What follows belongs to an exercise in optimizing a design on an open flow for small area and a short achievable clock period; a production flow would make more cautious choices.
In this exercise RTL edits were held to simulation tests only and were not proved equivalent to the original.
Power figures rest on the tool's default switching activity, not on a simulated workload.

`design/flow/config.mk`:
```
export PLATFORM = sky130hd
export DESIGN_NAME = btb_sat
export DESIGN_NICKNAME = btb_sat
export VERILOG_FILES = /design/flow/design.v
export SDC_FILE = /design/flow/constraint.sdc
export NUM_CORES = 4
export LEC_CHECK = 0
export ABC_CLOCK_PERIOD_IN_PS = 4000
export CAP_MARGIN = 20
export CORE_MARGIN = 2
export CORE_UTILIZATION = 65
export SETUP_SLACK_MARGIN = 2.5
export SLEW_MARGIN = 20
```
`design/flow/constraint.sdc`:
```
create_clock -name core_clock -period 8.0 [get_ports {clk}]
set_input_delay 1.6000 -clock core_clock [delete_from_list [all_inputs] [get_ports {clk}]]
set_output_delay 1.6000 -clock core_clock [all_outputs]
set_load 0.01 [all_outputs]
```
`design/flow/design.v`:
```
module btb_sat #(
   parameter int ENTRIES  = 8,
   parameter int IDX_W    = 3,
   parameter int PC_W     = 32,
   parameter int CNT_W    = 2,
   parameter int CNT_INIT = 2
) (
   input  logic            clk,
   input  logic            reset,
   input  logic [PC_W-1:0] pc_in,
   output logic            hit,
   output logic            token,
   output logic [PC_W-1:0] next_pc_out,
   input  logic            is_req_pc,
   input  logic [PC_W-1:0] req_pc,
   input  logic [PC_W-1:0] predict_target,
   input  logic            req_taken,
   input  logic            flush
);
   logic [PC_W-1:0]  tag    [ENTRIES];
   logic [PC_W-1:0]  target [ENTRIES];
   logic [CNT_W-1:0] cnt    [ENTRIES];
   logic [IDX_W-1:0] ptr;
   logic             full;
   logic [ENTRIES-1:0] valid;
   logic [ENTRIES-1:0] f_match;
   logic [ENTRIES-1:0] f_sel;
   logic [ENTRIES-1:0] u_match;
   logic               u_hit;
   logic               alloc;
   logic [PC_W-1:0]    f_target;
   always_comb begin
      for (int i = 0; i < ENTRIES; i++) begin
         valid[i]   = full || (ptr > IDX_W'(i));
         f_match[i] = valid[i] && (tag[i] == pc_in);
         f_sel[i]   = f_match[i] && cnt[i][CNT_W-1];
         u_match[i] = valid[i] && (tag[i] == req_pc);
      end
   end
   assign u_hit = |u_match;
   assign alloc = is_req_pc && req_taken && !u_hit;
   always_comb begin
      f_target = '0;
      for (int i = 0; i < ENTRIES; i++) begin
         f_target = f_target | ({PC_W{f_sel[i]}} & target[i]);
      end
   end
   assign hit         = |f_match;
   assign token       = |f_sel;
   assign next_pc_out = token ? f_target : pc_in;
   always_ff @(posedge clk) begin
      if (reset || flush) begin
         ptr  <= '0;
         full <= 1'b0;
      end else if (alloc) begin
         ptr <= ptr + IDX_W'(1);
         if (ptr == IDX_W'(ENTRIES - 1)) begin
            full <= 1'b1;
         end
      end
   end
   always_ff @(posedge clk) begin
      for (int i = 0; i < ENTRIES; i++) begin
         if (is_req_pc) begin
            if (u_match[i]) begin
               if (req_taken) begin
                  tag[i]    <= req_pc;
                  target[i] <= predict_target;
                  if (cnt[i] != '1) cnt[i] <= cnt[i] + CNT_W'(1);
               end else begin
                  if (cnt[i] != '0) cnt[i] <= cnt[i] - CNT_W'(1);
               end
            end else if (alloc && ptr == IDX_W'(i)) begin
               tag[i]    <= req_pc;
               target[i] <= predict_target;
               cnt[i]    <= CNT_W'(CNT_INIT);
            end
         end
      end
   end
endmodule
```
`design/flow/flow/run.sh`:
```
#!/bin/bash
set -euo pipefail
export BUFFER_PORTS_ARGS="-buffer_cell sky130_fd_sc_hd__buf_2"
export CTS_ARGS="-sink_clustering_enable -repair_clock_nets -dont_use_dummy_load -sink_clustering_size 20 -sink_clustering_max_diameter 80"
PLATFORM_DONT_USE="sky130_fd_sc_hd__probe_p_8 sky130_fd_sc_hd__probec_p_8 sky130_fd_sc_hd__lpflow_bleeder_1 sky130_fd_sc_hd__lpflow_clkbufkapwr_1 sky130_fd_sc_hd__lpflow_clkbufkapwr_16 sky130_fd_sc_hd__lpflow_clkbufkapwr_2 sky130_fd_sc_hd__lpflow_clkbufkapwr_4 sky130_fd_sc_hd__lpflow_clkbufkapwr_8 sky130_fd_sc_hd__lpflow_clkinvkapwr_1 sky130_fd_sc_hd__lpflow_clkinvkapwr_16 sky130_fd_sc_hd__lpflow_clkinvkapwr_2 sky130_fd_sc_hd__lpflow_clkinvkapwr_4 sky130_fd_sc_hd__lpflow_clkinvkapwr_8 sky130_fd_sc_hd__lpflow_decapkapwr_12 sky130_fd_sc_hd__lpflow_decapkapwr_3 sky130_fd_sc_hd__lpflow_decapkapwr_4 sky130_fd_sc_hd__lpflow_decapkapwr_6 sky130_fd_sc_hd__lpflow_decapkapwr_8 sky130_fd_sc_hd__lpflow_inputiso0n_1 sky130_fd_sc_hd__lpflow_inputiso0p_1 sky130_fd_sc_hd__lpflow_inputiso1n_1 sky130_fd_sc_hd__lpflow_inputiso1p_1 sky130_fd_sc_hd__lpflow_inputisolatch_1 sky130_fd_sc_hd__lpflow_isobufsrc_1 sky130_fd_sc_hd__lpflow_isobufsrc_16 sky130_fd_sc_hd__lpflow_isobufsrc_2 sky130_fd_sc_hd__lpflow_isobufsrc_4 sky130_fd_sc_hd__lpflow_isobufsrc_8 sky130_fd_sc_hd__lpflow_isobufsrckapwr_16 sky130_fd_sc_hd__lpflow_lsbuf_lh_hl_isowell_tap_1 sky130_fd_sc_hd__lpflow_lsbuf_lh_hl_isowell_tap_2 sky130_fd_sc_hd__lpflow_lsbuf_lh_hl_isowell_tap_4 sky130_fd_sc_hd__lpflow_lsbuf_lh_isowell_4 sky130_fd_sc_hd__lpflow_lsbuf_lh_isowell_tap_1 sky130_fd_sc_hd__lpflow_lsbuf_lh_isowell_tap_2 sky130_fd_sc_hd__lpflow_lsbuf_lh_isowell_tap_4"
EXTRA_DONT_USE="sky130_fd_sc_hd__nor4_1 sky130_fd_sc_hd__nor4_2 sky130_fd_sc_hd__nor4_4 sky130_fd_sc_hd__nor4b_1 sky130_fd_sc_hd__nor4b_2 sky130_fd_sc_hd__nor4b_4 sky130_fd_sc_hd__nor4bb_1 sky130_fd_sc_hd__nor4bb_2 sky130_fd_sc_hd__nor4bb_4"
bash standard.sh "DONT_USE_CELLS=$PLATFORM_DONT_USE $EXTRA_DONT_USE" finish > standard.log 2>&1
```
`design/flow/standard.sh`:
```
#!/bin/bash
# synth_recipe.tcl (not shown) runs the flow's synth.tcl, then flattens the netlist and writes it again
# the make line also repeats each setting of config.mk as NAME=value (left out here)
make -C /OpenROAD-flow-scripts/flow DESIGN_CONFIG=/design/flow/config.mk WORK_HOME=/design/flow/orfs CLKGATE_MAP_FILE= SYNTH_SCRIPT=/design/flow/synth_recipe.tcl "${@:-finish}"
```
==> run notes, run 1 <==
Run status - finished clean
Seq cells post-synth - 532
Max VDD drop - 216 µV
Max-cap violations - 0
Synth Area in Compound Gates - 6.24%
R2R cell count - 8
Synthesized area per cell - 14.7 µm²
Placer Congestion - 1.03
Starting DRT DRC Count - 2255
Initial core utilization - 66.2%
Fillers - 2415
Leakage - 0.00839 µW
Yosys warns - 4
Class of the worst hold path - reg -> reg
GRT Util Overall - 39.7%
First-pass GRT wire length - 113000 µm
Critical path launch point type - input port
Largest family of logic cells by synthesized area - XOR/XNOR gates
Most common cell after layout, fill and taps aside - edfxtp_1
RSZ-0062 raised after global routing - true
First-pass DRT Iterations - 6
Kind of critical path - in -> out
Final hold violations - 0
Internal reg-to-reg setup slack - 3480 ps
# clock sinks - 532
Worst r2r src - ptr[2]
Count of different cell masters after synthesis - 54
Setup TNS Final - 0 ps
CTS Root Cell - clkbuf_16
Slew HR - 22.0%
TritonCTS Buffers - 31
Post-synth top flop - edfxtp_1
Clock Latency Late Sink - 620 ps
Layout area overhead - 11.1%
Synth async-reset ratio - 0%
Share of layout cells above drive strength 1 - 16.7%
Initial antenna violation count - 4
Mapped Area - 25000 µm²
FP Rows - 71
Critical path arrival - 3980 ps
Cell count after synthesis - 1704
Horiz. Die Dim - 200 µm
IO Port Bufs - 134
Placed wire-length estimate - 51100 µm
Slew Limit Fails - 0
Post-synthesis adder-cell area fraction - 0.300%
Worst-path maximum fanout - 9
Xor/xnor share of the synthesized area - 18.5%
Wirelength per Cell - 34.4 µm
Sequential element share of the synthesized area - 63.7%
Hold Path Stages - 2
Hold Path End - full
Post-route minimum period - 5580 ps
Die footprint - 40100 µm²
Max Clock Freq - 179 MHz
Syn_nets - 1811
Largest net degree at the start of global routing - 65
Detailed-route via count - 16100
DR vias/cell - 6.91
Tcrit/Tclk final - 69.7%
CTS tree - built
Worst-Margin Slew - 1170 ps
Die height - 200 µm
Vias in the first global route - 15700
Remaining DRCs - 0
# IOs - 135
Most frequent cells in the layout - edfxtp_1, xnor2_1, nand4_1
Clock Tree Buf Depth - 3
Power density over cell area - 182 nW/µm²
Total Wirelength - 80100 µm
Nets - 1927
Core Region - 37800 µm²
Post-synthesis mux area share - 0.0400%
Post-route ant nets - 0
Worst Path Required - 6400 ps
Grt ovf - 0
Clock H-tree levels - 1
R2R Path End - target[2][12]
Clock transition at path regs - 80 ps
Worst Skew - 41.2 ps
EDFF count, synth - 528
Hold Startpoint - full
Final setup fails - 0
Crit. End Element - output pin
Worst hold margin - 587 ps
Synth Area in Simple Gates - 8.24%
sequential cells by signal (all words and copies together), names as in the netlist:
name	cells
cnt	16
tag	256
target	256
full	1
ptr	3
synth_stat cells, drive strengths merged, types with 2 or more instances:
cell	instances	area share (%)
a2111oi	7	0.35
a211oi	2	0.060
a21boi	8	0.24
a21oi	2	0.040
a221oi	32	1.1
a22o	32	1.1
a22oi	65	2.0
a31oi	3	0.075
and2	3	0.075
and3	7	0.18
and4	34	1.2
and4b	8	0.34
and4bb	4	0.22
buf	96	2.6
clkbuf	13	0.20
dfxtp	4	0.32
edfxtp	528	63
ha	6	0.30
inv	7	0.11
nand2	17	0.26
nand2b	3	0.075
nand3	17	0.39
nand4	139	3.7
nand4b	2	0.070
nor2	43	0.65
nor2b	2	0.050
nor3	33	0.68
o21a	38	1.1
o21ai	4	0.080
or2	3	0.075
or3	6	0.15
or4	2	0.060
xnor2	504	18
xor2	25	0.88
area by class of cell:
cell class	instances	area (µm²)	share of cell area, %
sequential	532	15900	57.3
tap	511	639	2.30
multi-input combinational	1060	8850	31.8
clock buffer	31	776	2.79
antenna	1	2.50	0.00900
inverter	7	26.3	0.0946
timing repair buffer	188	1560	5.62
cell families (layout without fill, tap and decap cells):
logic type / Yosys count / count (layout)
compound gates: 195 / 195
xor+xnor: 529 / 529
fa+ha+maj: 6 / 6
buf+inv: 116 / 226
flops: 532 / 532
mux: 1 / 1
other cells: 0 / 1
simple gates: 325 / 329
stage by stage:
step	power, µW	area, µm²	cells	utilization, %	worst slack, ps
floorplan	3380	25000	1704	-	2560
global placement	3540	25900	2262	68.5	1560
detailed placement	3550	25900	2262	68.5	1510
CTS	5040	27300	2314	72.3	2470
global route	5160	27800	2329	73.6	2440
finish	5060	27800	2330	73.6	2420
metal layers:
metal  share of wire (%)  routed length [µm]  global-route usage [%]  vias up
met3                  11                8710                    6.39      264
met4                 7.4                5950                    24.5        4
met2                  45               36200                    60.7     1180
li1                    -                   -                       -     6638
met5               0.020                  16                       0        -
met1                  36               29200                    54.1     8020
power breakdown:
group / total (µW) / leakage [µW] / switching [µW] / internal (µW)
clock: 1540 / 0.000382 / 860 / 684
combinational: 428 / 0.00317 / 274 / 154
sequential: 3090 / 0.00484 / 12.8 / 3080
total: 5060 / 0.00839 / 1150 / 3920
what timing repair did:
item,CTS,global route
endpoints found under the setup margin,33,32
buffers inserted,17,13
pin swaps,9,14
cloned,4,2
hold buffers,0,0
resized for setup,98,66
worst max-delay path by stage:
stage	depth (start not counted)	slack, ps	start	endpoint
2_1_floorplan	10	2560	req_pc[23]	tag[1][0]
3_3_place_gp	11	1560	pc_in[31]	next_pc_out[8]
3_5_place_dp	11	1510	pc_in[6]	next_pc_out[8]
4_1_cts	12	2470	pc_in[12]	next_pc_out[6]
5_1_grt	12	2440	pc_in[19]	next_pc_out[4]
6_report	12	2420	pc_in[11]	next_pc_out[4]
worst max-delay path, stage by stage:
cell and delay (ps):
buf_6 150, xnor2_1 220, nand4_1 380, nor3_4 290, and4_4 300, a2111oi_4 70
clkbuf_16 190, nand3_4 140, buf_12 170, nand4_1 160, o21a_1 140, buf_2 130
==> run 2, diff against run 1 <==
==> design/flow/flow/run.sh (replaced) <==
#!/bin/bash
set -euo pipefail
export BUFFER_PORTS_ARGS="-buffer_cell sky130_fd_sc_hd__buf_1"
export CTS_ARGS="-sink_clustering_enable -repair_clock_nets -dont_use_dummy_load -sink_clustering_size 20 -sink_clustering_max_diameter 80"
PLATFORM_DONT_USE="sky130_fd_sc_hd__probe_p_8 sky130_fd_sc_hd__probec_p_8 sky130_fd_sc_hd__lpflow_bleeder_1 sky130_fd_sc_hd__lpflow_clkbufkapwr_1 sky130_fd_sc_hd__lpflow_clkbufkapwr_16 sky130_fd_sc_hd__lpflow_clkbufkapwr_2 sky130_fd_sc_hd__lpflow_clkbufkapwr_4 sky130_fd_sc_hd__lpflow_clkbufkapwr_8 sky130_fd_sc_hd__lpflow_clkinvkapwr_1 sky130_fd_sc_hd__lpflow_clkinvkapwr_16 sky130_fd_sc_hd__lpflow_clkinvkapwr_2 sky130_fd_sc_hd__lpflow_clkinvkapwr_4 sky130_fd_sc_hd__lpflow_clkinvkapwr_8 sky130_fd_sc_hd__lpflow_decapkapwr_12 sky130_fd_sc_hd__lpflow_decapkapwr_3 sky130_fd_sc_hd__lpflow_decapkapwr_4 sky130_fd_sc_hd__lpflow_decapkapwr_6 sky130_fd_sc_hd__lpflow_decapkapwr_8 sky130_fd_sc_hd__lpflow_inputiso0n_1 sky130_fd_sc_hd__lpflow_inputiso0p_1 sky130_fd_sc_hd__lpflow_inputiso1n_1 sky130_fd_sc_hd__lpflow_inputiso1p_1 sky130_fd_sc_hd__lpflow_inputisolatch_1 sky130_fd_sc_hd__lpflow_isobufsrc_1 sky130_fd_sc_hd__lpflow_isobufsrc_16 sky130_fd_sc_hd__lpflow_isobufsrc_2 sky130_fd_sc_hd__lpflow_isobufsrc_4 sky130_fd_sc_hd__lpflow_isobufsrc_8 sky130_fd_sc_hd__lpflow_isobufsrckapwr_16 sky130_fd_sc_hd__lpflow_lsbuf_lh_hl_isowell_tap_1 sky130_fd_sc_hd__lpflow_lsbuf_lh_hl_isowell_tap_2 sky130_fd_sc_hd__lpflow_lsbuf_lh_hl_isowell_tap_4 sky130_fd_sc_hd__lpflow_lsbuf_lh_isowell_4 sky130_fd_sc_hd__lpflow_lsbuf_lh_isowell_tap_1 sky130_fd_sc_hd__lpflow_lsbuf_lh_isowell_tap_2 sky130_fd_sc_hd__lpflow_lsbuf_lh_isowell_tap_4"
EXTRA_DONT_USE="sky130_fd_sc_hd__nor4_1 sky130_fd_sc_hd__nor4_2 sky130_fd_sc_hd__nor4_4 sky130_fd_sc_hd__nor4b_1 sky130_fd_sc_hd__nor4b_2 sky130_fd_sc_hd__nor4b_4 sky130_fd_sc_hd__nor4bb_1 sky130_fd_sc_hd__nor4bb_2 sky130_fd_sc_hd__nor4bb_4"
bash standard.sh "DONT_USE_CELLS=$PLATFORM_DONT_USE $EXTRA_DONT_USE" finish > standard.log 2>&1
==> run notes, run 2 <==
FP Rows - 71
Syn_nets - 1811
CTS Root Cell - clkbuf_16
Clock Tree Buf Depth - 3
Setup TNS Final - 0 ps
Detailed-route via count - 16500
Power density over cell area - 179 nW/µm²
Placed wire-length estimate - 52000 µm
Most frequent cells after synthesis - edfxtp_1, xnor2_1, nand4_1
Synthesized area per cell - 14.7 µm²
Post-synthesis mux area share - 0.0400%
Horiz. Die Dim - 200 µm
DR vias/cell - 6.86
Die height - 200 µm
Clock Latency Late Sink - 610 ps
RSZ-0062 raised after global routing - true
Slew Limit Fails - 0
Crit-path slowest cell - a2111oi_2
Crit path buffers/inverters - 5
Total Wirelength - 80800 µm
Largest family of logic cells by synthesized area - XOR/XNOR gates
Share of layout cells above drive strength 1 - 15.6%
Synth Area in Simple Gates - 8.24%
Worst hold margin - 591 ps
Final setup fails - 0
Area leader, netlist - edfxtp_1
Kind of critical path - in -> out
Slew HR - 20.9%
# IOs - 135
EDFF count, synth - 528
Synth top area cells - edfxtp_1, xnor2_1, nand4_1
Initial core utilization - 66.2%
# clock sinks - 532
Cell count after synthesis - 1704
Biggest regs - tag x256, target x256, cnt x16
Most common cell after layout, fill and taps aside - edfxtp_1
Final Power - 5050 µW
Max VDD drop - 235 µV
Core Region - 37800 µm²
First-pass DRT Iterations - 7
Crit. End Element - output pin
Critical path launch point type - input port
Class of the worst hold path - reg -> reg
Worst-Margin Slew - 1190 ps
Most common cell in the netlist - edfxtp_1
Clock H-tree levels - 1
Remaining DRCs - 0
Post-synth top flop - edfxtp_1
Worst Path Required - 6400 ps
Initial antenna violation count - 2
Layout area overhead - 13.0%
Post-route ant nets - 0
Largest net degree at the start of global routing - 65
Worst-path maximum fanout - 16
CP most frequent cell - nand4_1
Post-synthesis adder-cell area fraction - 0.300%
Tcrit/Tclk final - 69.6%
Clock transition at path regs - 80 ps
Vias in the first global route - 15800
Seq cells post-synth - 532
Count of different cell masters after synthesis - 54
Run status - finished clean
CP Cell Sequence - buf_8 -> buf_6 -> xnor2_1 -> nand4_1 -> a2111oi_2 -> and4_4 -> buf_4 -> clkbuf_16 -> a22oi_1 -> nand4_1 -> o21a_1 -> buf_2
Synth async-reset ratio - 0%
Cts hold-fix bufs - 0
Worst Skew - 42.7 ps
Post-route minimum period - 5560 ps
Final hold violations - 0
Wirelength per Cell - 33.7 µm
CTS tree - built
Critical path arrival - 3960 ps
Sequential element share of the synthesized area - 63.7%
Max-cap violations - 0
Mapped Area - 25000 µm²
GRT Util Overall - 39.2%
Die footprint - 40100 µm²
Nets - 1996
Worst path top cell family by delay - buffers and inverters
Most frequent cells in the layout - edfxtp_1, xnor2_1, nand4_1
Starting DRT DRC Count - 2342
Placer Congestion - 0.970
Synth Area in Compound Gates - 6.24%
TritonCTS Buffers - 30
First-pass GRT wire length - 112000 µm
Leakage - 0.00848 µW
Slowest stage delay, CP - 400 ps
Yosys top cell area share - 63.4%
Max Clock Freq - 180 MHz
Yosys warns - 4
Xor/xnor share of the synthesized area - 18.5%
Grt ovf - 0
IO Port Bufs - 134
[run 2: cell counts after synthesis]
No cell type changed its count.
[run 2: cell families after synthesis]
family                   Yosys count
adder cells (fa/ha/maj)            6
flip-flops                       532
XOR/XNOR                         529
multiplexers                       1
buffers and inverters            116
AO/OA/AOI/OAI                    195
AND/OR/NAND/NOR                  325
[run 2: metal layers]
metal,global-route usage (%),wire (µm)
met3,5.40,8190
met5,0,21
met2,61.3,37300
met1,53.2,29600
met4,22.7,5660
[run 2: final timing paths]
path             from              end  slack, ps  depth (start not counted)
min reg2reg      full             full        590                          2
max          pc_in[5]  next_pc_out[20]       2440                         12
min              full             full        590                          2
max reg2reg    ptr[2]       tag[2][26]       3680                          8
[run 2: per-stage QoR]
stage               utilization (%)  instance area [µm²]  instances  worst slack (ps)
floorplan                         -                25000       1704              2560
global placement               69.3                26200       2323              1450
detailed placement             69.3                26200       2323              1400
CTS                            73.3                27700       2374              2480
global route                   74.8                28300       2398              2370
finish                         74.8                28300       2399              2440
[run 2: tightest hold or removal path, stage by stage (launching register included)]
cell and delay (ps):
dfxtp_1 350, a31oi_1 150, nor3_1 50
[run 2: where the power goes]
group | internal (µW) | total [µW] | switching, µW
registers | 3080 | 3090 | 13.5
clock network | 663 | 1510 | 843
logic | 171 | 455 | 283
[run 2: cell type report]
type,instances,area [µm²]
Inverter,7,26.3
Timing Repair Buffer,261,2120
Sequential cell,532,15900
Antenna cell,1,2.50
Fill cell,2381,9500
Multi-Input combinational cell,1057,8780
Tap cell,511,639
Clock buffer,30,751
[run 2: timing repair]
action	in CTS	in global routing
gates resized for setup	185	76
endpoints found under the hold margin	0	0
gates cloned	4	5
buffers inserted	17	19
pin swaps	14	25
endpoints found under the setup margin	34	33
==> run 3, diff against run 2 <==
==> design/flow/flow/run.sh (replaced) <==
#!/bin/bash
set -euo pipefail
export BUFFER_PORTS_ARGS="-buffer_cell sky130_fd_sc_hd__buf_2"
export CTS_ARGS="-sink_clustering_enable -repair_clock_nets -dont_use_dummy_load -sink_clustering_size 25 -sink_clustering_max_diameter 90"
PLATFORM_DONT_USE="sky130_fd_sc_hd__probe_p_8 sky130_fd_sc_hd__probec_p_8 sky130_fd_sc_hd__lpflow_bleeder_1 sky130_fd_sc_hd__lpflow_clkbufkapwr_1 sky130_fd_sc_hd__lpflow_clkbufkapwr_16 sky130_fd_sc_hd__lpflow_clkbufkapwr_2 sky130_fd_sc_hd__lpflow_clkbufkapwr_4 sky130_fd_sc_hd__lpflow_clkbufkapwr_8 sky130_fd_sc_hd__lpflow_clkinvkapwr_1 sky130_fd_sc_hd__lpflow_clkinvkapwr_16 sky130_fd_sc_hd__lpflow_clkinvkapwr_2 sky130_fd_sc_hd__lpflow_clkinvkapwr_4 sky130_fd_sc_hd__lpflow_clkinvkapwr_8 sky130_fd_sc_hd__lpflow_decapkapwr_12 sky130_fd_sc_hd__lpflow_decapkapwr_3 sky130_fd_sc_hd__lpflow_decapkapwr_4 sky130_fd_sc_hd__lpflow_decapkapwr_6 sky130_fd_sc_hd__lpflow_decapkapwr_8 sky130_fd_sc_hd__lpflow_inputiso0n_1 sky130_fd_sc_hd__lpflow_inputiso0p_1 sky130_fd_sc_hd__lpflow_inputiso1n_1 sky130_fd_sc_hd__lpflow_inputiso1p_1 sky130_fd_sc_hd__lpflow_inputisolatch_1 sky130_fd_sc_hd__lpflow_isobufsrc_1 sky130_fd_sc_hd__lpflow_isobufsrc_16 sky130_fd_sc_hd__lpflow_isobufsrc_2 sky130_fd_sc_hd__lpflow_isobufsrc_4 sky130_fd_sc_hd__lpflow_isobufsrc_8 sky130_fd_sc_hd__lpflow_isobufsrckapwr_16 sky130_fd_sc_hd__lpflow_lsbuf_lh_hl_isowell_tap_1 sky130_fd_sc_hd__lpflow_lsbuf_lh_hl_isowell_tap_2 sky130_fd_sc_hd__lpflow_lsbuf_lh_hl_isowell_tap_4 sky130_fd_sc_hd__lpflow_lsbuf_lh_isowell_4 sky130_fd_sc_hd__lpflow_lsbuf_lh_isowell_tap_1 sky130_fd_sc_hd__lpflow_lsbuf_lh_isowell_tap_2 sky130_fd_sc_hd__lpflow_lsbuf_lh_isowell_tap_4"
EXTRA_DONT_USE="sky130_fd_sc_hd__nor4_1 sky130_fd_sc_hd__nor4_2 sky130_fd_sc_hd__nor4_4 sky130_fd_sc_hd__nor4b_1 sky130_fd_sc_hd__nor4b_2 sky130_fd_sc_hd__nor4b_4 sky130_fd_sc_hd__nor4bb_1 sky130_fd_sc_hd__nor4bb_2 sky130_fd_sc_hd__nor4bb_4"
bash standard.sh "DONT_USE_CELLS=$PLATFORM_DONT_USE $EXTRA_DONT_USE" finish > standard.log 2>&1
--- a/design/flow/config.mk
+++ b/design/flow/config.mk
@@ -7,6 +7,7 @@
 export LEC_CHECK = 0
 export ABC_CLOCK_PERIOD_IN_PS = 4000
 export CAP_MARGIN = 20
+export CORE_ASPECT_RATIO = 0.5
 export CORE_MARGIN = 2
 export CORE_UTILIZATION = 65
 export SETUP_SLACK_MARGIN = 2.5
==> run notes, run 3 <==
Power density over cell area - 180 nW/µm²
Synthesized area per cell - 14.7 µm²
Total Wirelength - 86400 µm
Cell count after synthesis - 1704
Clock Latency Late Sink - 620 ps
Slew Limit Fails - 0
Clock transition at path regs - 100 ps
Initial core utilization - 66.4%
Class of the worst hold path - reg -> reg
Layout area overhead - 10.4%
Final Power - 4960 µW
Synth top area cells - edfxtp_1, xnor2_1, nand4_1
Tcrit/Tclk final - 70.3%
CTS tree - built
Switching power - 1170 µW
Final core area utilization - 73.3%
Kind of critical path - in -> out
Most frequent cells after synthesis - edfxtp_1, xnor2_1, nand4_1
Post-route minimum period - 5630 ps
Area leader, netlist - edfxtp_1
Wirelength per Cell - 37.1 µm
Run status - finished clean
Sequential element share of the synthesized area - 63.7%
Worst Path Required - 6400 ps
Internal Power - 3790 µW
Leakage - 0.00823 µW
Critical path launch point type - input port
Final hold violations - 0
Starting DRT DRC Count - 3239
Placed Instance Area - 25900 µm²
Horiz. Die Dim - 281 µm
First-pass DRT Iterations - 6
TritonCTS Buffers - 25
Placed cells - 2268
# clock sinks - 532
First-pass GRT wire length - 117000 µm
Synth async-reset ratio - 0%
Count of different cell masters after synthesis - 54
Placed wire-length estimate - 52100 µm
Nets - 1910
Max Clock Freq - 178 MHz
RSZ-0062 raised after global routing - true
Flop pwr share - 62.4%
Final setup fails - 0
Seq cells post-synth - 532
Clock H-tree levels - 1
FP Rows - 50
Most common cell in the netlist - edfxtp_1
Core Region - 37700 µm²
Grt ovf - 0
Placer Congestion - 0.990
Switching share of power - 23.6%
GRT Util Overall - 42.1%
Syn_nets - 1811
Fillers - 2272
Post-route ant nets - 0
Vias in the first global route - 15900
Comb pwr share - 8.6%
Biggest regs - tag x256, target x256, cnt x16
Final std cell area, no fill - 27600 µm²
Most frequent cells in the layout - edfxtp_1, xnor2_1, nand4_1
IO Port Bufs - 134
Most common cell after layout, fill and taps aside - edfxtp_1
DR vias/cell - 7.30
Largest net degree at the start of global routing - 65
Detailed-route via count - 17000
Post-synth top flop - edfxtp_1
CTS Root Cell - clkbuf_16
Worst Skew - 47.8 ps
Worst-Margin Slew - 1120 ps
EDFF count, synth - 528
Final Instance Count excl. Fillers - 2325
Die footprint - 40200 µm²
Max-cap violations - 0
# IOs - 135
Max VDD drop - 221 µV
Clock Tree Buf Depth - 3
Clock Power Share - 29.0%
Crit. End Element - output pin
Slew HR - 25.0%
Remaining DRCs - 0
Critical path arrival - 4030 ps
Worst-path maximum fanout - 10
Setup TNS Final - 0 ps
Yosys top cell area share - 63.4%
Share of layout cells above drive strength 1 - 15.5%
Yosys warns - 4
Die height - 143 µm
Initial antenna violation count - 4
Mapped Area - 25000 µm²
Cts hold-fix bufs - 0
[run 3: cell counts after synthesis]
Identical to the previous run, type by type.
[run 3: routing by layer]
metal / global-route usage (%) / share of wire [%]
met1: 60.0 / 37
met5: 0 / 0
met3: 9.46 / 14
met4: 18.4 / 5.7
met2: 63.0 / 44
[run 3: worst paths after layout]
kind         startpoint             end  slack [ps]  depth (start not counted)
max            pc_in[7]  next_pc_out[1]        2370                         12
min                full            full         610                          2
max reg2reg      ptr[1]      tag[1][20]        3440                          9
min reg2reg        full            full         610                          2
[run 3: power groups by stage]
stage | Clock (µW) | Combinational [µW] | Sequential, µW
2_1_floorplan | 0 | 229 | 3150
3_3_place_gp | 0 | 385 | 3160
3_5_place_dp | 0 | 389 | 3160
4_1_cts | 1410 | 405 | 3090
5_1_grt | 1500 | 436 | 3100
6_report | 1440 | 428 | 3100
[run 3: through the flow]
step / hold slack (ps) / setup slack (ps)
finish: 609 / 2370
global placement: 561 / 1420
global route: 611 / 2430
floorplan: 529 / 2560
CTS: 597 / 2490
detailed placement: 570 / 1450
[run 3: layout make-up]
class                      count  area, µm²  share of cell area, %
inverter                       7       26.3                 0.0952
antenna                        4       10.0                 0.0363
clock buffer                  25        626                   2.27
timing repair buffer         176       1540                   5.58
tap                          520        651                   2.36
multi-input combinational   1061       8820                   31.9
sequential                   532      15900                   57.7
[run 3: repair_timing]
action,CTS,global route
resized for setup,122,42
cloned,7,4
pin swaps,9,11
endpoints found under the setup margin,34,32
buffers inserted,15,2
[run 3: cells by family (layout without fill, tap and decap cells)]
kind of cell,Yosys count,after routing,synth area share [%]
xor+xnor,529,529,18.5
simple gates,325,330,8.24
other cells,0,4,0
mux,1,1,0.0400
compound gates,195,195,6.24
flops,532,532,63.7
buf+inv,116,208,2.92
fa+ha+maj,6,6,0.300
[run 3: critical path, cell delays in order]
cell and delay [ps]:
buf_6 170, xnor2_1 290, nand4_1 230, nor3_4 370
and4_4 320, a2111oi_4 70, buf_6 180, nand3_4 120
buf_12 160, nand4_1 180, o21a_1 180, buf_2 150
==> run 4, diff against run 3 <==
--- a/design/flow/config.mk
+++ b/design/flow/config.mk
@@ -7,7 +7,7 @@
 export LEC_CHECK = 0
 export ABC_CLOCK_PERIOD_IN_PS = 4000
 export CAP_MARGIN = 20
-export CORE_ASPECT_RATIO = 0.5
+export CORE_ASPECT_RATIO = 2.0
 export CORE_MARGIN = 2
 export CORE_UTILIZATION = 65
 export SETUP_SLACK_MARGIN = 2.5
==> run notes, run 4 <==
Run status - finished clean
Max VDD drop - 302 µV
Slowest stage delay, CP - 350 ps
Max-cap violations - 0
DR vias/cell - 7.37
Starting DRT DRC Count - 2048
Most common cell in the netlist - edfxtp_1
RSZ-0062 raised after global routing - true
Final std cell area, no fill - 27800 µm²
Remaining DRCs - 0
Class of the worst hold path - reg -> reg
Nets - 1914
Sequential element share of the synthesized area - 63.7%
# clock sinks - 532
Worst Path Required - 6400 ps
First-pass DRT Iterations - 5
IO Port Bufs - 134
CTS Root Cell - clkbuf_16
Initial core utilization - 66.0%
Synth top area cells - edfxtp_1, xnor2_1, nand4_1
Cts hold-fix bufs - 0
Area leader, netlist - edfxtp_1
Hold Path Stages - 2
Cell count after synthesis - 1704
Post-route minimum period - 5570 ps
Post-synth top flop - edfxtp_1
Final Power - 4940 µW
Placed wire-length estimate - 59500 µm
Worst Skew - 67.8 ps
EDFF count, synth - 528
Clock transition at path regs - 110 ps
Post-route ant nets - 0
Worst path top cell family by delay - simple AND/OR/NAND/NOR gates
Max Clock Freq - 179 MHz
Core Region - 37900 µm²
Setup TNS Final - 0 ps
Synth async-reset ratio - 0%
Clock Tree Buf Depth - 3
Power density over cell area - 178 nW/µm²
Synthesized area per cell - 14.7 µm²
Layout area overhead - 11.2%
Syn_nets - 1811
Placer Congestion - 1.07
Slew HR - 20.6%
Crit path buffers/inverters - 3
Worst hold margin - 612 ps
Final setup fails - 0
Biggest regs - tag x256, target x256, cnt x16
Crit-path slowest cell - a221oi_1
# IOs - 135
Die height - 281 µm
Yosys warns - 4
First-pass GRT wire length - 126000 µm
Vias in the first global route - 16100
Worst-path maximum fanout - 32
Clock Latency Late Sink - 590 ps
Crit. End Element - output pin
Tcrit/Tclk final - 69.7%
Placed Instance Area - 25800 µm²
Worst-Margin Slew - 1180 ps
Crit. path cell count - 11
Grt ovf - 0
Place WS - 1680 ps
Initial antenna violation count - 16
Count of different cell masters after synthesis - 54
Share of layout cells above drive strength 1 - 17.1%
Detailed-route via count - 16800
Worst setup margin - 2430 ps
CTS tree - built
Critical path arrival - 3970 ps
CP Cell Sequence - buf_4 -> xnor2_1 -> nand4_1 -> and4bb_1 -> and4_2 -> buf_12 -> a22o_1 -> a221oi_1 -> nand4_2 -> o21a_1 -> buf_2
Most frequent cells after synthesis - edfxtp_1, xnor2_1, nand4_1
Fillers - 2471
GRT Util Overall - 47.0%
Final hold violations - 0
Die footprint - 40200 µm²
Mapped Area - 25000 µm²
Yosys top cell area share - 63.4%
Wirelength per Cell - 40.2 µm
Clock H-tree levels - 1
Largest net degree at the start of global routing - 65
TritonCTS Buffers - 25
Slew Limit Fails - 0
FP Rows - 101
Seq cells post-synth - 532
R2R cell count - 9
Kind of critical path - in -> out
Leakage - 0.00835 µW
Horiz. Die Dim - 143 µm
Critical path launch point type - input port
Most common cell after layout, fill and taps aside - edfxtp_1
Most frequent cells in the layout - edfxtp_1, xnor2_1, nand4_1
Total Wirelength - 91700 µm
==> run 4: cell types whose count changed in the layout (fill, tap and decap cells not counted), sizes merged <==
| cell | change |
|---|---|
| buf | +8 |
| diode | +9 |
| nand3 | -4 |
==> run 4: layer usage <==
metal  wire [µm]  global-route usage (%)  up-vias
met2       44500                    73.5     1374
li1            -                       -     6610
met5          22                       0        -
met4       11600                    45.0        4
met1       26500                    49.4     8339
met3        9060                    14.6      476
==> run 4: cells by family (layout without fill, tap and decap cells) <==
group                      after synthesis  after routing  share of synthesized area [%]
DFF                                    532            532                           63.7
and+or+nand+nor                        325            326                           8.24
adders and majority gates                6              6                          0.300
muxes                                    1              1                         0.0400
other                                    0             13                              0
AOI/OAI and AO/OA                      195            195                           6.24
buffers and inverters                  116            216                           2.92
xor gates and xnor gates               529            529                           18.5
==> run 4: stage by stage <==
step | instances | utilization (%)
floorplan | 1704 | -
global placement | 2212 | 68.1
detailed placement | 2212 | 68.1
CTS | 2252 | 71.7
global route | 2269 | 73.2
finish | 2281 | 73.3
==> run 4: final timing paths <==
kind	start	endpoint	slack (ps)
max	pc_in[21]	next_pc_out[27]	2430
min	full	full	610
max reg2reg	ptr[1]	target[4][7]	3620
min reg2reg	full	full	610
==> run 4: power breakdown <==
group          leakage, µW  internal [µW]  switching, µW
registers          0.00484           3080           15.5
logic              0.00321            160            311
clock network     0.000308            560            817
total              0.00835           3800           1140
==> run 4: timing repair <==
action | CTS | global route
gates cloned | 4 | 4
endpoints found under the setup margin | 34 | 125
resized for setup | 124 | 68
pin swaps | 15 | 23
setup buffers | 11 | 11
endpoints found under the hold margin | 0 | 0
==> run 4: final cells by class <==
class	count	area (µm²)	area share, %
sequential	532	15900	57.3
multi-input combinational	1057	9010	32.4
antenna	13	32.5	0.117
tap	463	579	2.08
inverter	7	26.3	0.0945
clock buffer	25	626	2.25
timing repair buffer	184	1590	5.72
==> run 4: tightest hold or removal path: cells and delay by family (launching register included) <==
kind,cells,cell delay (ps)
and+or+nand+nor,1,50
DFF,1,370
AOI/OAI and AO/OA,1,160
==> run 5, diff against run 4 <==
--- a/design/flow/config.mk
+++ b/design/flow/config.mk
@@ -7,8 +7,7 @@
 export LEC_CHECK = 0
 export ABC_CLOCK_PERIOD_IN_PS = 4000
 export CAP_MARGIN = 20
-export CORE_ASPECT_RATIO = 2.0
 export CORE_MARGIN = 2
-export CORE_UTILIZATION = 65
+export CORE_UTILIZATION = 60
 export SETUP_SLACK_MARGIN = 2.5
 export SLEW_MARGIN = 20
==> run notes, run 5 <==
Run status - finished clean
Total Wirelength - 83300 µm
# IOs - 135
Comb pwr share - 8.8%
Hold Path End - full
Largest family of logic cells by synthesized area - XOR/XNOR gates
Horiz. Die Dim - 208 µm
Max VDD drop - 188 µV
Kind of critical path - in -> out
Starting DRT DRC Count - 2008
Post-route minimum period - 5610 ps
Wirelength per Cell - 35.2 µm
Syn_nets - 1811
# clock sinks - 532
Worst-Margin Slew - 1140 ps
Initial core utilization - 61.0%
GRT Max-Usage Layer - met2
RSZ-0062 raised after global routing - true
Final core area utilization - 68.4%
Final std cell area, no fill - 28100 µm²
Xor/xnor share of the synthesized area - 18.5%
Clock transition at path regs - 100 ps
Internal reg-to-reg setup slack - 3750 ps
Die height - 208 µm
Max Clock Freq - 178 MHz
First-pass DRT Iterations - 7
Hold Startpoint - full
Most common cell in the netlist - edfxtp_1
Critical path arrival - 4010 ps
Yosys top cell area share - 63.4%
First-pass GRT wire length - 115000 µm
Worst path top cell family by delay - simple AND/OR/NAND/NOR gates
Final setup fails - 0
Tcrit/Tclk final - 70.1%
Crit path buffers/inverters - 6
Clock Latency Late Sink - 600 ps
Initial antenna violation count - 2
Switching share of power - 22.8%
Internal Power - 3800 µW
Leakage - 0.00852 µW
EDFF count, synth - 528
Switching power - 1120 µW
Register Area - 15900 µm²
FP Rows - 74
R2R Path End - target[1][14]
Slew Limit Fails - 0
Most frequent cells after synthesis - edfxtp_1, xnor2_1, nand4_1
Class of the worst hold path - reg -> reg
Final hold violations - 0
Placer Congestion - 0.946
GRT Util Overall - 37.8%
Sequential element share of the synthesized area - 63.7%
Max-cap violations - 0
Setup TNS Final - 0 ps
Yosys warns - 4
Hold Path Stages - 2
Post-synthesis mux area share - 0.0400%
Detailed-route via count - 16200
Clock Tree Buf Depth - 3
IO Port Bufs - 134
Worst Path Required - 6400 ps
Mapped Area - 25000 µm²
CTS tree - built
Biggest regs - tag x256, target x256, cnt x16
Cell count after synthesis - 1704
Fillers - 2850
Post-route ant nets - 0
Most common cell after layout, fill and taps aside - edfxtp_1
DR vias/cell - 6.83
Met2 GRT Util - 58.4%
Vias in the first global route - 15300
TritonCTS Buffers - 25
Synth async-reset ratio - 0%
Largest net degree at the start of global routing - 65
Seq cells post-synth - 532
Clock H-tree levels - 1
Slowest stage delay, CP - 350 ps
Remaining DRCs - 0
Die footprint - 43300 µm²
Slew HR - 23.9%
Synth top area cells - edfxtp_1, xnor2_1, nand4_1
Synthesized area per cell - 14.7 µm²
Worst Skew - 37.4 ps
Clock Power Share - 28.3%
Share of layout cells above drive strength 1 - 17.1%
Grt ovf - 0
Final Power - 4920 µW
Area leader, netlist - edfxtp_1
Multi-input logic area - 8920 µm²
Crit. path cell count - 14
Post-synthesis adder-cell area fraction - 0.300%
Nets - 1941
Synth Area in Compound Gates - 6.24%
Flop pwr share - 62.9%
Crit. End Element - output pin
CTS Root Cell - clkbuf_16
Power density over cell area - 175 nW/µm²
Placed wire-length estimate - 51200 µm
Placed Instance Area - 25900 µm²
Worst r2r src - ptr[0]
Met3 usage - 5.33%
Layout area overhead - 12.2%
Worst-path maximum fanout - 8
Post-synth top flop - edfxtp_1
Synth Area in Simple Gates - 8.24%
GR met1 Demand/Resource - 52.3%
Critical path launch point type - input port
Most frequent cells in the layout - edfxtp_1, xnor2_1, nand4_1
Cts hold-fix bufs - 0
R2R cell count - 10
Core Region - 41000 µm²
CP Cell Sequence - buf_8 -> buf_12 -> xnor2_4 -> nand4_1 -> nor3_2 -> and4_4 -> a2111oi_4 -> buf_6 -> nand3_4 -> buf_12 -> buf_16 -> nand4_1 -> o21a_1 -> buf_2
Crit-path slowest cell - nand4_1
Count of different cell masters after synthesis - 54
-- run 5: cell counts after synthesis --
Identical to the previous run, type by type.
-- run 5: metrics by stage --
stage / setup slack (ps) / std cells / hold slack [ps]
2_1_floorplan: 2560 / 1704 / 529
3_3_place_gp: 1460 / 2287 / 588
6_report: 2390 / 2366 / 627
3_5_place_dp: 1460 / 2287 / 606
5_1_grt: 2430 / 2364 / 660
4_1_cts: 2470 / 2347 / 622
-- run 5: timing repair --
item / CTS / global route
resized for setup: 134 / 52
setup buffers: 24 / 13
endpoints found under the setup margin: 34 / 32
gates cloned: 11 / 4
pin swaps: 18 / 15
-- run 5: final cells by class --
class                      instances  area share (%)
antenna                            2          0.0178
clock buffer                      25            2.23
inverter                           7          0.0936
multi-input combinational       1063            31.8
sequential                       532            56.8
tap                              532            2.37
timing repair buffer             205            6.72
-- run 5: tightest hold or removal path, delay by kind of cell, from the launching register on --
kind            cells  cell delay [ps]
simple gates        1               60
compound gates      1              160
flops               1              370
-- run 5: worst max path at each step --
stage / from / endpoint / slack [ps]
3_3_place_gp: pc_in[22] / next_pc_out[14] / 1460
5_1_grt: pc_in[12] / next_pc_out[25] / 2430
2_1_floorplan: req_pc[23] / tag[1][0] / 2560
4_1_cts: pc_in[13] / next_pc_out[8] / 2470
3_5_place_dp: pc_in[22] / next_pc_out[0] / 1460
6_report: pc_in[13] / next_pc_out[23] / 2390
-- run 5: metal layers --
metal,routed length (µm),share of wire [%]
met1,32000,38
met3,7980,9.6
met5,22,0.026
met2,38000,46
met4,5380,6.5
-- run 5: power groups by stage --
stage	clock network [µW]	registers (µW)	logic [µW]
2_1_floorplan	0	3150	229
3_3_place_gp	0	3160	394
3_5_place_dp	0	3160	395
4_1_cts	1390	3090	416
5_1_grt	1490	3100	449
6_report	1390	3090	435
-- run 5: cell families (layout without fill, tap and decap cells) --
kind of cell,after synthesis,count (layout)
xor gates and xnor gates,529,529
DFF,532,532
and+or+nand+nor,325,332
buffers and inverters,116,237
AOI/OAI and AO/OA,195,195
muxes,1,1
other,0,2
adders and majority gates,6,6
==> run 6, diff against run 5 <==
--- a/design/flow/config.mk
+++ b/design/flow/config.mk
@@ -8,6 +8,6 @@
 export ABC_CLOCK_PERIOD_IN_PS = 4000
 export CAP_MARGIN = 20
 export CORE_MARGIN = 2
-export CORE_UTILIZATION = 60
+export CORE_UTILIZATION = 68
 export SETUP_SLACK_MARGIN = 2.5
 export SLEW_MARGIN = 20
==> run notes, run 6 <==
Run status - finished clean
Post-synth top flop - edfxtp_1
Max Clock Freq - 179 MHz
CTS Root Cell - clkbuf_16
CTS tree - built
Most frequent cells after synthesis - edfxtp_1, xnor2_1, nand4_1
Core Region - 36400 µm²
Worst-path maximum fanout - 9
TritonCTS Buffers - 26
Largest net degree at the start of global routing - 65
Placed cells - 2222
Die footprint - 38300 µm²
Final hold violations - 0
Met3 usage - 6.24%
Mapped Area - 25000 µm²
Switching power - 1120 µW
Sequential element share of the synthesized area - 63.7%
Worst Path Required - 6400 ps
Hold Path Stages - 2
Share of layout cells above drive strength 1 - 15.8%
Biggest regs - tag x256, target x256, cnt x16
Yosys warns - 4
Wirelength per Cell - 35.0 µm
Initial core utilization - 68.6%
Hold Path End - full
Power density over cell area - 180 nW/µm²
GRT Max-Usage Layer - met2
Setup TNS Final - 0 ps
Flop pwr share - 62.7%
R2R cell count - 6
Fillers - 2215
Register Area - 15900 µm²
Worst-Margin Slew - 1140 ps
Most common cell in the netlist - edfxtp_1
Total Wirelength - 79500 µm
Tcrit/Tclk final - 69.7%
Hold Startpoint - full
Final Instance Count excl. Fillers - 2270
Class of the worst hold path - reg -> reg
Critical path origin - pc_in[15]
FP Rows - 70
Switching share of power - 22.8%
Multi-input logic area - 8750 µm²
Internal Power - 3810 µW
First-pass GRT wire length - 111000 µm
Remaining DRCs - 0
Detailed-route via count - 16100
Post-route minimum period - 5580 ps
Yosys top cell area share - 63.4%
Slew HR - 23.9%
# IOs - 135
Critical path launch point type - input port
Starting DRT DRC Count - 2190
Met2 GRT Util - 65.3%
Area leader, netlist - edfxtp_1
Horiz. Die Dim - 196 µm
Most common cell after layout, fill and taps aside - edfxtp_1
GR met1 Demand/Resource - 55.2%
Leakage - 0.00823 µW
# clock sinks - 532
Diode count - 0
Final setup fails - 0
Worst setup margin - 2420 ps
Internal reg-to-reg setup slack - 3560 ps
Worst r2r src - ptr[0]
Nets - 1911
Initial antenna violation count - 0
Seq cells post-synth - 532
Die height - 196 µm
Synth async-reset ratio - 0%
Clock Power Share - 28.8%
Slew Limit Fails - 0
Crit. End Element - output pin
Worst Skew - 88.9 ps
Clock H-tree levels - 1
Vias in the first global route - 15500
Most frequent cells in the layout - edfxtp_1, xnor2_1, nand4_1
Synthesized area per cell - 14.7 µm²
Placer Congestion - 0.984
Max-cap violations - 0
Kind of critical path - in -> out
EDFF count, synth - 528
Max VDD drop - 255 µV
Post-route ant nets - 0
Placed wire-length estimate - 50700 µm
IO Port Bufs - 134
R2R Path End - target[0][11]
Layout area overhead - 9.80%
Cell count after synthesis - 1704
DR vias/cell - 7.09
Clock transition at path regs - 100 ps
Comb pwr share - 8.5%
Critical path arrival - 3980 ps
GRT Util Overall - 41.3%
Place WS - 1490 ps
Cts hold-fix bufs - 0
Clock Latency Late Sink - 630 ps
Syn_nets - 1811
Clock Tree Buf Depth - 3
RSZ-0062 raised after global routing - true
First-pass DRT Iterations - 6
Grt ovf - 0
Count of different cell masters after synthesis - 54
Synth top area cells - edfxtp_1, xnor2_1, nand4_1
run 6: cell count changes in the layout (fill, tap and decap cells not counted), sizes merged:
cell    change
nand3       -3
bufbuf      +1
buf        -27
and2        -2
clkbuf      +1
diode       -2
run 6: power groups by stage:
stage	logic (µW)	registers (µW)	clock network, µW
floorplan	229	3150	0
global placement	386	3160	0
detailed placement	388	3160	0
CTS	403	3090	1410
global route	433	3100	1490
finish	421	3090	1420
run 6: kinds of logic (layout without fill, tap and decap cells):
kind of cell,after synthesis,after routing,share of synthesized area (%)
xor gates and xnor gates,529,529,18.5
and+or+nand+nor,325,327,8.24
buffers and inverters,116,212,2.92
adders and majority gates,6,6,0.300
DFF,532,532,63.7
muxes,1,1,0.0400
AOI/OAI and AO/OA,195,195,6.24
run 6: worst max path at each step:
| stage | end | slack (ps) | cells after the start |
|---|---|---|---|
| floorplan | tag[1][0] | 2560 | 10 |
| global placement | next_pc_out[9] | 1490 | 11 |
| detailed placement | next_pc_out[9] | 1490 | 11 |
| CTS | next_pc_out[9] | 2480 | 12 |
| global route | next_pc_out[3] | 2410 | 13 |
| finish | next_pc_out[3] | 2420 | 13 |
run 6: layer usage:
layer / vias to the layer above / routed length, µm
met4: 0 / 5960
met1: 8042 / 28000
li1: 6599 / -
met2: 1234 / 37200
met5: - / 0
met3: 227 / 8290
run 6: stage by stage:
step                hold WS (ps)  util (%)  area, µm²  total power, µW
CTS                          584      74.5      27200             4910
global placement             560      70.9      25800             3540
floorplan                    529         -      25000             3380
global route                 644      75.4      27500             5020
finish                       583      75.4      27500             4940
detailed placement           563      70.9      25800             3540
run 6: layout make-up:
class,instances,share of cell area (%)
repair buffers,179,5.51
clock buffers,26,2.37
flip-flops and latches,532,58.0
well taps,468,2.13
inverters,7,0.0957
multi-input cells,1058,31.9
run 6: what timing repair did:
action / in CTS / in global routing
setup buffers: 10 / 3
cloned: 5 / 4
gates resized for setup: 115 / 42
pin swaps: 10 / 4
setup endpoints to repair: 34 / 32
run 6: worst max-delay path: stages:
cell       delay, ps
buf_2            120
buf_12           150
xnor2_2          150
nand4_1          290
a2111oi_2        370
and4_4           370
nor2_4            60
nand3_4          110
buf_12           170
buf_8            140
nand4_1          130
o21a_1           160
buf_2            140
==> run 7, diff against run 6 <==
--- a/design/flow/config.mk
+++ b/design/flow/config.mk
@@ -8,6 +8,6 @@
 export ABC_CLOCK_PERIOD_IN_PS = 4000
 export CAP_MARGIN = 20
 export CORE_MARGIN = 2
-export CORE_UTILIZATION = 68
+export CORE_UTILIZATION = 65
 export SETUP_SLACK_MARGIN = 2.5
 export SLEW_MARGIN = 20
==> run notes, run 7 <==
Run status - finished clean
Clock H-tree levels - 1
Clock Power Share - 28.3%
Die footprint - 40100 µm²
# clock sinks - 532
Count of different cell masters after synthesis - 54
IO Port Bufs - 134
First-pass DRT Iterations - 6
Max VDD drop - 167 µV
Slew Limit Fails - 0
Post-route ant nets - 0
Final Instance Count excl. Fillers - 2333
Worst Skew - 33.3 ps
Crit-path slowest cell - nand4_1
Seq cells post-synth - 532
Die height - 200 µm
Final core area utilization - 73.2%
Max Clock Freq - 181 MHz
Critical path launch point type - input port
Most frequent cells after synthesis - edfxtp_1, xnor2_1, nand4_1
Synth top area cells - edfxtp_1, xnor2_1, nand4_1
Critical path arrival - 3940 ps
Placer Congestion - 1.03
Post-synth top flop - edfxtp_1
Mapped Area - 25000 µm²
First-pass GRT wire length - 113000 µm
Placed cells - 2262
Most common cell in the netlist - edfxtp_1
GRT Util Overall - 39.7%
Biggest regs - tag x256, target x256, cnt x16
Placed Instance Area - 25900 µm²
Final std cell area, no fill - 27700 µm²
Crit. End Element - output pin
TritonCTS Buffers - 25
Most frequent cells in the layout - edfxtp_1, xnor2_1, nand4_1
Clock Tree Buf Depth - 3
Comb pwr share - 8.8%
Tcrit/Tclk final - 69.2%
Worst-Margin Slew - 1110 ps
Largest net degree at the start of global routing - 65
DR vias/cell - 6.93
Worst-path maximum fanout - 9
Final Power - 4920 µW
Kind of critical path - in -> out
Synthesized area per cell - 14.7 µm²
Switching share of power - 22.8%
Placed wire-length estimate - 51100 µm
RSZ-0062 raised after global routing - true
CTS tree - built
Setup TNS Final - 0 ps
Vias in the first global route - 15700
Flop pwr share - 62.9%
Max-cap violations - 0
Class of the worst hold path - reg -> reg
Total Wirelength - 80100 µm
Synth async-reset ratio - 0%
Multi-input logic area - 8830 µm²
Core Region - 37800 µm²
Switching power - 1120 µW
Internal Power - 3800 µW
Syn_nets - 1811
Slew HR - 26.1%
Final hold violations - 0
Initial antenna violation count - 6
Nets - 1927
CP Cell Sequence - buf_4 -> xnor2_1 -> nand4_1 -> nor3_4 -> and4_4 -> a2111oi_4 -> buf_4 -> nand3_4 -> buf_12 -> nand4_1 -> o21a_1 -> buf_2
Leakage - 0.00835 µW
Most common cell after layout, fill and taps aside - edfxtp_1
Yosys warns - 4
Share of layout cells above drive strength 1 - 16.8%
Horiz. Die Dim - 200 µm
Register Area - 15900 µm²
Wirelength per Cell - 34.3 µm
Final setup fails - 0
Remaining DRCs - 0
Initial core utilization - 66.2%
EDFF count, synth - 528
Slowest stage delay, CP - 360 ps
Cell count after synthesis - 1704
Clock Latency Late Sink - 590 ps
Post-route minimum period - 5540 ps
CTS Root Cell - clkbuf_16
Clock transition at path regs - 100 ps
Grt ovf - 0
FP Rows - 71
Power density over cell area - 178 nW/µm²
Detailed-route via count - 16200
Area leader, netlist - edfxtp_1
Layout area overhead - 10.6%
Worst Path Required - 6400 ps
Cts hold-fix bufs - 0
Fillers - 2418
Starting DRT DRC Count - 2139
Sequential element share of the synthesized area - 63.7%
# IOs - 135
Yosys top cell area share - 63.4%
## run 7: cell counts after synthesis
Identical to the previous run, type by type.
## run 7: layout make-up
type                            instances  share of cell area (%)
Sequential cell                       532                    57.6
Timing Repair Buffer                  194                    5.74
Tap cell                              511                    2.31
Clock buffer                           25                    2.26
Antenna cell                            4                  0.0362
Inverter                                7                  0.0950
Multi-Input combinational cell       1060                    31.9
## run 7: what timing repair did
item,in CTS,in global routing
endpoints found under the setup margin,33,32
hold endpoints to repair,0,0
cloned,5,1
pin swaps,11,13
gates resized for setup,109,53
buffers inserted,19,17
## run 7: stage by stage
stage | hold WS, ps | worst slack, ps
global placement | 556 | 1560
detailed placement | 569 | 1510
floorplan | 529 | 2560
global route | 644 | 2420
finish | 596 | 2460
CTS | 586 | 2480
## run 7: power by group through the flow
stage	logic (µW)	clock network [µW]	registers [µW]
4_1_cts	406	1390	3090
2_1_floorplan	229	0	3150
5_1_grt	445	1480	3100
3_5_place_dp	390	0	3160
3_3_place_gp	387	0	3150
6_report	433	1390	3090
## run 7: cells by family (layout without fill, tap and decap cells)
logic type / after synthesis / in the layout / share of synthesized area (%)
compound gates: 195 / 195 / 6.24
xor+xnor: 529 / 529 / 18.5
fa+ha+maj: 6 / 6 / 0.300
buf+inv: 116 / 226 / 2.92
flops: 532 / 532 / 63.7
mux: 1 / 1 / 0.0400
other cells: 0 / 4 / 0
simple gates: 325 / 329 / 8.24
## run 7: path summary, 6_finish.rpt
check | start | endpoint | slack, ps | cells after the start
hold / removal | full | full | 600 | 2
hold reg to reg | full | full | 600 | 2
setup / recovery | pc_in[27] | next_pc_out[4] | 2460 | 12
setup reg to reg | ptr[2] | target[2][21] | 3580 | 8
## run 7: per-layer routing
layer / up-vias / part of all wire, % / global-route usage, %
met5: - / 0.029 / 0
met2: 1224 / 45 / 60.6
met3: 259 / 11 / 6.07
met1: 8047 / 37 / 54.1
met4: 4 / 7.4 / 25.4
li1: 6639 / - / -
## run 7: critical path, delay by kind of cell
kind | cells | cell delay, ps
AOI/OAI and AO/OA | 2 | 210
buffers and inverters | 4 | 720
and+or+nand+nor | 5 | 1240
xor gates and xnor gates | 1 | 160
==> run 8, diff against run 7 <==
--- a/design/flow/flow/run.sh
+++ b/design/flow/flow/run.sh
@@ -4,4 +4,5 @@
 export CTS_ARGS="-sink_clustering_enable -repair_clock_nets -dont_use_dummy_load -sink_clustering_size 25 -sink_clustering_max_diameter 90"
 PLATFORM_DONT_USE="sky130_fd_sc_hd__probe_p_8 sky130_fd_sc_hd__probec_p_8 sky130_fd_sc_hd__lpflow_bleeder_1 sky130_fd_sc_hd__lpflow_clkbufkapwr_1 sky130_fd_sc_hd__lpflow_clkbufkapwr_16 sky130_fd_sc_hd__lpflow_clkbufkapwr_2 sky130_fd_sc_hd__lpflow_clkbufkapwr_4 sky130_fd_sc_hd__lpflow_clkbufkapwr_8 sky130_fd_sc_hd__lpflow_clkinvkapwr_1 sky130_fd_sc_hd__lpflow_clkinvkapwr_16 sky130_fd_sc_hd__lpflow_clkinvkapwr_2 sky130_fd_sc_hd__lpflow_clkinvkapwr_4 sky130_fd_sc_hd__lpflow_clkinvkapwr_8 sky130_fd_sc_hd__lpflow_decapkapwr_12 sky130_fd_sc_hd__lpflow_decapkapwr_3 sky130_fd_sc_hd__lpflow_decapkapwr_4 sky130_fd_sc_hd__lpflow_decapkapwr_6 sky130_fd_sc_hd__lpflow_decapkapwr_8 sky130_fd_sc_hd__lpflow_inputiso0n_1 sky130_fd_sc_hd__lpflow_inputiso0p_1 sky130_fd_sc_hd__lpflow_inputiso1n_1 sky130_fd_sc_hd__lpflow_inputiso1p_1 sky130_fd_sc_hd__lpflow_inputisolatch_1 sky130_fd_sc_hd__lpflow_isobufsrc_1 sky130_fd_sc_hd__lpflow_isobufsrc_16 sky130_fd_sc_hd__lpflow_isobufsrc_2 sky130_fd_sc_hd__lpflow_isobufsrc_4 sky130_fd_sc_hd__lpflow_isobufsrc_8 sky130_fd_sc_hd__lpflow_isobufsrckapwr_16 sky130_fd_sc_hd__lpflow_lsbuf_lh_hl_isowell_tap_1 sky130_fd_sc_hd__lpflow_lsbuf_lh_hl_isowell_tap_2 sky130_fd_sc_hd__lpflow_lsbuf_lh_hl_isowell_tap_4 sky130_fd_sc_hd__lpflow_lsbuf_lh_isowell_4 sky130_fd_sc_hd__lpflow_lsbuf_lh_isowell_tap_1 sky130_fd_sc_hd__lpflow_lsbuf_lh_isowell_tap_2 sky130_fd_sc_hd__lpflow_lsbuf_lh_isowell_tap_4"
 EXTRA_DONT_USE="sky130_fd_sc_hd__nor4_1 sky130_fd_sc_hd__nor4_2 sky130_fd_sc_hd__nor4_4 sky130_fd_sc_hd__nor4b_1 sky130_fd_sc_hd__nor4b_2 sky130_fd_sc_hd__nor4b_4 sky130_fd_sc_hd__nor4bb_1 sky130_fd_sc_hd__nor4bb_2 sky130_fd_sc_hd__nor4bb_4"
+export GLOBAL_PLACEMENT_ARGS="-timing_driven_net_weight_max 10 -timing_driven_nets_percentage 30"
 bash standard.sh "DONT_USE_CELLS=$PLATFORM_DONT_USE $EXTRA_DONT_USE" finish > standard.log 2>&1
==> run notes, run 8 <==
Run status - finished clean
Most common cell after layout, fill and taps aside - edfxtp_1
Initial antenna violation count - 3
Met1 WL - 32500 µm
Placed wire-length estimate - 65900 µm
CTS Root Cell - clkbuf_16
Clock transition at path regs - 110 ps
Clock Tree Buf Depth - 3
Seq cells post-synth - 532
Final std cell area, no fill - 27500 µm²
Total Wirelength - 99700 µm
FP Rows - 71
Met2 Wirelength - 42200 µm
Hold Path End - full
Final core area utilization - 72.8%
Placer Congestion - 1.08
Worst-Margin Slew - 1150 ps
Synthesized area per cell - 14.7 µm²
GRT Util Overall - 49.0%
First-pass GRT wire length - 136000 µm
Core Region - 37800 µm²
Horiz. Die Dim - 200 µm
Yosys warns - 4
CTS tree - built
Class of the worst hold path - reg -> reg
Max Clock Freq - 179 MHz
Nets - 1917
Detailed-route via count - 17700
Hold Startpoint - full
Wirelength per Cell - 43.0 µm
Max-cap violations - 0
Clock Latency Late Sink - 620 ps
Die height - 200 µm
R2R Path End - tag[5][30]
# IOs - 135
Mapped Area - 25000 µm²
EDFF count, synth - 528
Area leader, netlist - edfxtp_1
RSZ-0062 raised after global routing - true
Count of different cell masters after synthesis - 54
Final setup fails - 0
Tcrit/Tclk final - 69.6%
Layout area overhead - 9.97%
Vias in the first global route - 16700
Power density over cell area - 180 nW/µm²
Slowest stage delay, CP - 350 ps
Slew Limit Fails - 0
Placed Instance Area - 25800 µm²
Die footprint - 40100 µm²
Worst Skew - 66.1 ps
Yosys top cell area share - 63.4%
DR vias/cell - 7.61
Most common cell in the netlist - edfxtp_1
Critical path arrival - 3970 ps
Worst-path maximum fanout - 17
Share of layout cells above drive strength 1 - 15.3%
Routed wl met3 - 15900 µm
Worst r2r src - ptr[1]
Sequential element share of the synthesized area - 63.7%
Cell count after synthesis - 1704
IO Port Bufs - 134
Most frequent cells in the layout - edfxtp_1, xnor2_1, nand4_1
Post-route ant nets - 0
Hold Path Stages - 2
Largest net degree at the start of global routing - 65
Top Metal Used - met5
Syn_nets - 1811
Crit. End Element - output pin
Final Power - 4960 µW
First-pass DRT Iterations - 5
Synth top area cells - edfxtp_1, xnor2_1, nand4_1
Post-route minimum period - 5570 ps
Setup TNS Final - 0 ps
# clock sinks - 532
Slew HR - 23.1%
Initial core utilization - 66.2%
Most frequent cells after synthesis - edfxtp_1, xnor2_1, nand4_1
Internal reg-to-reg setup slack - 3530 ps
Kind of critical path - in -> out
Worst Path Required - 6400 ps
Starting DRT DRC Count - 3243
Post-synth top flop - edfxtp_1
Clock H-tree levels - 1
Crit-path slowest cell - and4b_1
Biggest regs - tag x256, target x256, cnt x16
Leakage - 0.00821 µW
Synth async-reset ratio - 0%
Max VDD drop - 274 µV
CP Cell Sequence - buf_4 -> xnor2_1 -> nand4_1 -> and4b_1 -> and4_4 -> buf_12 -> nor2_4 -> nand3_4 -> buf_4 -> nand4_1 -> o21a_1 -> buf_2
R2R cell count - 10
Critical path launch point type - input port
TritonCTS Buffers - 26
Cts hold-fix bufs - 0
Final hold violations - 0
Remaining DRCs - 0
Grt ovf - 0
## run 8: how the worst max path moves through the flow
stage / end / start
final: next_pc_out[23] / pc_in[23]
after global routing: next_pc_out[23] / pc_in[23]
after CTS: next_pc_out[7] / pc_in[12]
after detailed placement: next_pc_out[23] / pc_in[7]
after global placement: next_pc_out[6] / pc_in[6]
after floorplan: tag[1][0] / req_pc[23]
## run 8: kinds of logic (layout without fill, tap and decap cells)
group,count (synthesis),count (layout),synth area share [%]
other,0,1,0
multiplexers,1,1,0.0400
AO/OA/AOI/OAI,195,195,6.24
flip-flops,532,532,63.7
buffers and inverters,116,215,2.92
XOR/XNOR,529,529,18.5
adder cells (fa/ha/maj),6,6,0.300
AND/OR/NAND/NOR,325,330,8.24
## run 8: cell type report
type / count / area, µm²
repair buffers: 182 / 1560
multi-input cells: 1061 / 8690
diodes: 1 / 2.50
well taps: 511 / 639
flip-flops and latches: 532 / 15900
clock buffers: 26 / 651
fillers: 2260 / 10300
inverters: 7 / 26.3
## run 8: where the power goes
group          leakage, µW  internal [µW]  switching [µW]
logic              0.00305            144             277
clock network     0.000320            581             853
registers          0.00484           3080            19.6
## run 8: metal layers
layer,vias to the layer above,GRT usage (%)
met5,-,0
met4,4,27.9
met3,462,13.5
met2,2037,73.2
met1,8556,65.2
li1,6606,-
## run 8: what timing repair did
action	4_1_cts	5_1_grt
cloned	7	3
pin swaps	11	12
gates resized for setup	85	48
buffers inserted	16	9
setup endpoints to repair	34	32
## run 8: critical path, delay by kind of cell
family / cells / cell delay [ps]
buffers and inverters: 4 / 760
xor gates and xnor gates: 1 / 160
and+or+nand+nor: 6 / 1250
AOI/OAI and AO/OA: 1 / 170
## run 8: stage by stage
step / std cells / worst slack, ps / hold WS [ps]
2_1_floorplan: 1704 / 2560 / 529
3_3_place_gp: 2258 / 1550 / 579
3_5_place_dp: 2258 / 1380 / 593
4_1_cts: 2307 / 2500 / 603
5_1_grt: 2319 / 2380 / 651
6_report: 2320 / 2430 / 619

static timing again, ports no longer ideal:
No port has a modelled driver above. Below, the same layouts with a new extraction and two added sets of constraints.
Step 1, drivers: a clkbuf_16 drives clk and a buf_2 each remaining input, both assumed.
Step 2 also shifts input and output timing later by t, the mid clock arrival at the registers, as if the neighbouring blocks saw the same clock.
a / b / c = ideal ports / drivers / drivers and shift; a / b = the first two.
run | t (ns) | setup WS [ns] | worst setup path at the end | worst slew at a driven data input, ns | cell pins on the clock port's net
run 1 | 0.659 | 2.423 / 2.392 / 2.167 | input to register | 0.07 | 1
run 2 | 0.643 | 2.435 / 2.396 / 2.069 | input to register | 0.06 | 1
run 3 | 0.653 | 2.373 / 2.340 / 2.025 | input to register | 0.11 | 1
run 4 | 0.613 | 2.426 / 2.388 / 1.967 | input to register | 0.13 | 1
run 5 | 0.636 | 2.395 / 2.344 / 2.344 | input to output | 0.09 | 1
run 6 | 0.641 | 2.423 / 2.402 / 2.171 | input to register | 0.09 | 1
run 7 | 0.637 | 2.463 / 2.416 / 2.242 | input to register | 0.08 | 1
run 8 | 0.645 | 2.429 / 2.386 / 2.145 | input to register | 0.09 | 1
After both steps every run listed still meets setup and hold. The setup slack of run 4, which loses most, moves by -0.038 ns with the drivers and by -0.459 ns with both steps.
